What follows belongs to an exercise in optimizing a design on an open flow for small area and a short achievable clock period; a production flow would make more cautious choices.
Only simulation tests tie the RTL to the original design; equivalence was not proved.

## 07-21
==> flow/design.v <==
package mem_pkg;
  localparam int unsigned DEF_ADDR_W   = 6;
  localparam int unsigned DEF_WAIT_CYC = 2;
  function automatic logic mem_fault_chk(input logic [31:0] addr, input logic is_byte,
                                         input int unsigned addr_w);
    logic [31:0] hi;
    hi = addr >> (addr_w + 2);
    mem_fault_chk = (!is_byte && (addr[1:0] != 2'b00)) || (hi != 32'd0);
  endfunction
endpackage
module dmem_ram #(
  parameter int unsigned ADDR_W = 6
) (
  input  logic                        clk,
  input  logic [(1<<ADDR_W)*4-1:0]    rn,
  input  logic [31:0]                 cn,
  input  logic [(1<<ADDR_W)-1:0]      rsel,
  output logic [31:0]                 rdata_lo,
  output logic [31:0]                 rdata_hi
);
  localparam int unsigned N = 1 << ADDR_W;
  logic [31:0] mem [0:N-1];
  always_ff @(posedge clk) begin
    for (int w = 0; w < N; w++)
      for (int b = 0; b < 32; b++)
        mem[w][b] <= ~((rn[4*w + b/8] | cn[b]) & mem[w][b]);
  end
  always_comb begin
    rdata_lo = '0;
    rdata_hi = '0;
    for (int w = 0; w < N/2; w++) begin
      rdata_lo = rdata_lo | (mem[w]       & {32{rsel[w]}});
      rdata_hi = rdata_hi | (mem[w + N/2] & {32{rsel[w + N/2]}});
    end
  end
endmodule
module dmem_responder #(
  parameter int unsigned ADDR_W   = mem_pkg::DEF_ADDR_W,
  parameter int unsigned WAIT_CYC = mem_pkg::DEF_WAIT_CYC
) (
  input  logic        clk,
  input  logic        reset_n,
  input  logic        MemReq_M,
  input  logic        MemWrite_M,
  input  logic        ByteM,
  input  logic [31:0] ALUO_M,
  input  logic [31:0] WriteDataM,
  output logic [31:0] DataR_M,
  output logic        Mem_stall,
  output logic        Mem_fault
);
  localparam int unsigned N = 1 << ADDR_W;
  logic           s0, s1, fault_o;
  logic           nbusy_o, done_o;
  logic [N-1:0]   wsel_q;
  logic [1:0]     lane_q;
  logic [3:0]     lwa_q, lwb_q;
  logic           byte_q, ok_q, ph_q;
  logic [31:0]    data_q;
  logic           fault_c;
  assign fault_c = mem_pkg::mem_fault_chk(ALUO_M, ByteM, ADDR_W);
  logic st1;
  assign st1 = s0 & ~s1 & MemWrite_M;
  always_ff @(posedge clk or negedge reset_n) begin
    if (!reset_n) begin
      s0      <= 1'b0;
      s1      <= 1'b0;
      fault_o <= 1'b0;
      nbusy_o <= 1'b1;
      done_o  <= 1'b0;
    end else begin
      s0      <= ~s1 & (s0 | MemReq_M);
      s1      <= s0;
      fault_o <= s1 & s0 & fault_c;
      nbusy_o <= done_o | (nbusy_o & ~MemReq_M);
      done_o  <= ~nbusy_o;
    end
  end
  always_ff @(posedge clk) begin
    for (int w = 0; w < N; w++)
      wsel_q[w] <= (ALUO_M[ADDR_W+1:2] == ADDR_W'(w)) & ~fault_c;
    lane_q  <= ALUO_M[1:0];
    byte_q  <= ByteM;
    ok_q    <= ~fault_c;
    ph_q    <= ~ph_q;
  end
  always_ff @(posedge clk or negedge reset_n) begin
    if (!reset_n) lwa_q <= '0;
    else
      for (int i = 0; i < 4; i++)
        lwa_q[i] <= st1 & (~ByteM | (ALUO_M[1:0] == 2'(i)));
  end
  always_ff @(posedge clk) lwb_q <= lwa_q;
  logic [N*4-1:0] rn;
  logic [31:0]    rword_lo, rword_hi, hi_q, word;
  always_comb begin
    for (int w = 0; w < N; w++)
      for (int i = 0; i < 4; i++) rn[4*w+i] = ~(wsel_q[w] & (lwa_q[i] | lwb_q[i]));
  end
  dmem_ram #(
    .ADDR_W (ADDR_W)
  ) u_ram (
    .clk      (clk),
    .rn       (rn),
    .cn       (hi_q),
    .rsel     (wsel_q),
    .rdata_lo (rword_lo),
    .rdata_hi (rword_hi)
  );
  logic [31:0] wdata;
  assign wdata = ByteM ? {4{WriteDataM[7:0]}} : WriteDataM;
  always_ff @(posedge clk) begin
    if (st1)         hi_q <= '0;
    else if (|lwa_q) hi_q <= ~(wdata ^ {32{ph_q}});
    else             hi_q <= rword_hi;
  end
  assign word = (data_q | hi_q) ^ {32{~ph_q}};
  always_ff @(posedge clk or negedge reset_n) begin
    if (!reset_n) data_q <= '0;
    else if (s0) begin
      if (!s1)         data_q <= rword_lo;
      else if (!ok_q)  data_q <= '0;
      else if (byte_q) data_q <= {24'd0, word[{lane_q, 3'b000} +: 8]};
      else             data_q <= word;
    end
  end
  assign Mem_stall = ~(nbusy_o & ~(MemReq_M & reset_n & ~done_o));
  assign Mem_fault = fault_o;
  assign DataR_M   = data_q;
endmodule
==> flow/config.mk <==
export PLATFORM = sky130hd
export DESIGN_NAME = dmem_responder
export DESIGN_NICKNAME = dmem_responder
export VERILOG_FILES = /design/flow/design.v
export SDC_FILE = /design/flow/constraint.sdc
export NUM_CORES = 4
export LEC_CHECK = 0
export CAP_MARGIN = 20
export CORE_MARGIN = 2
export CORE_UTILIZATION = 65
export CTS_CLUSTER_DIAMETER = 80
export CTS_CLUSTER_SIZE = 28
export PLACE_DENSITY = 0.75
export SETUP_SLACK_MARGIN = 2.65
export SLEW_MARGIN = 20
==> flow/constraint.sdc <==
create_clock -name core_clock -period 5.0 [get_ports {clk}]
set_input_delay 1.0000 -clock core_clock [delete_from_list [all_inputs] [get_ports {clk}]]
set_output_delay 1.0000 -clock core_clock [all_outputs]
set_load 0.01 [all_outputs]
run.sh (not shown) runs the stock make flow with config.mk's settings and CLKGATE_MAP_FILE= SYNTH_SCRIPT=/design/flow/synth_recipe.tcl, a recipe that flattens the netlist after the stock synthesis.
Every stage of the flow completed for 07-21, and the final layout passed the timing, DRC and antenna checks.
> inputs changed (07-21 -> 10-14)
==> flow/flow/run.sh (new file) <==
#!/bin/bash
# The standard layout (the standard.sh: standard synthesis, floorplan,
# placement, CTS, routing), with one change: the buffers that placement puts
# on every input and output port are buf_2 cells instead of the resizer's
# default choice. The resizer may still resize them for timing.
set -euo pipefail
export BUFFER_PORTS_ARGS="-buffer_cell sky130_fd_sc_hd__buf_2"
bash standard.sh > standard_flow.log 2>&1
==> flow/standard.sh (new file) <==
#!/bin/bash
# synth_recipe.tcl (not shown) runs the flow's synth.tcl, then flattens the netlist and writes it again
# the make line also repeats each setting of config.mk as NAME=value (left out here)
make -C /OpenROAD-flow-scripts/flow DESIGN_CONFIG=/design/flow/config.mk WORK_HOME=/design/flow/orfs CLKGATE_MAP_FILE= SYNTH_SCRIPT=/design/flow/synth_recipe.tcl "${@:-finish}"
removed: flow/run.sh
### Flow results
| post-synthesis share of cell area spent on xor and xnor gates | 07-21 vs 10-14 | ≈ equal |. Summary of 10-14 over 07-21: count of buffers not belonging to the clock network in the layout -2.6%; total via count after detailed routing -490; final instance area -0.88%; average wire per cell in the routed design -about 0.34%; wire length of the first global-routing pass ~0 delta. 07-21 → 10-14: met2 capacity usage during global routing higher; sequential share of layout area climbed 0.50 points; final cell count held; maximum frequency ~0 delta. 10-14 was carried through to the last stage, and its layout satisfied the timing, DRC and antenna checks.

static timing again, ports no longer ideal:
The results above use ideal ports. As a check the final layouts listed here were re-extracted and re-timed, cells and wires unchanged. Step 1 (the two cells are an assumption about what drives the block):
set clk [get_ports {clk}]
set_driving_cell -lib_cell sky130_fd_sc_hd__clkbuf_16 $clk
set_driving_cell -lib_cell sky130_fd_sc_hd__buf_2 [delete_from_list [all_inputs] $clk]
Step 2 moves the port delays by t, midway between the first and last clock arrival at a register: inputs arrive t later, outputs are due t later. That takes back most of the time a late clock gives input paths. Slacks: ideal / step 1 / step 2; pairs: ideal / step 1.
run | shift t [ns] | slack for setup (ns) | hold slack, ns | slew at the worst register clock pin (ns)
07-21 | 0.799 | 2.542 / 2.461 / 1.913 | 0.402 / 0.402 / 0.402 | 0.12 / 0.12
10-14 | 0.801 | 2.538 / 2.459 / 1.968 | 0.402 / 0.371 / 0.402 | 0.11 / 0.11
After both steps setup and hold are still met in every run listed. For 07-21, which loses most, drivers alone change the setup slack by -0.081 ns; drivers and shift together by -0.629 ns.
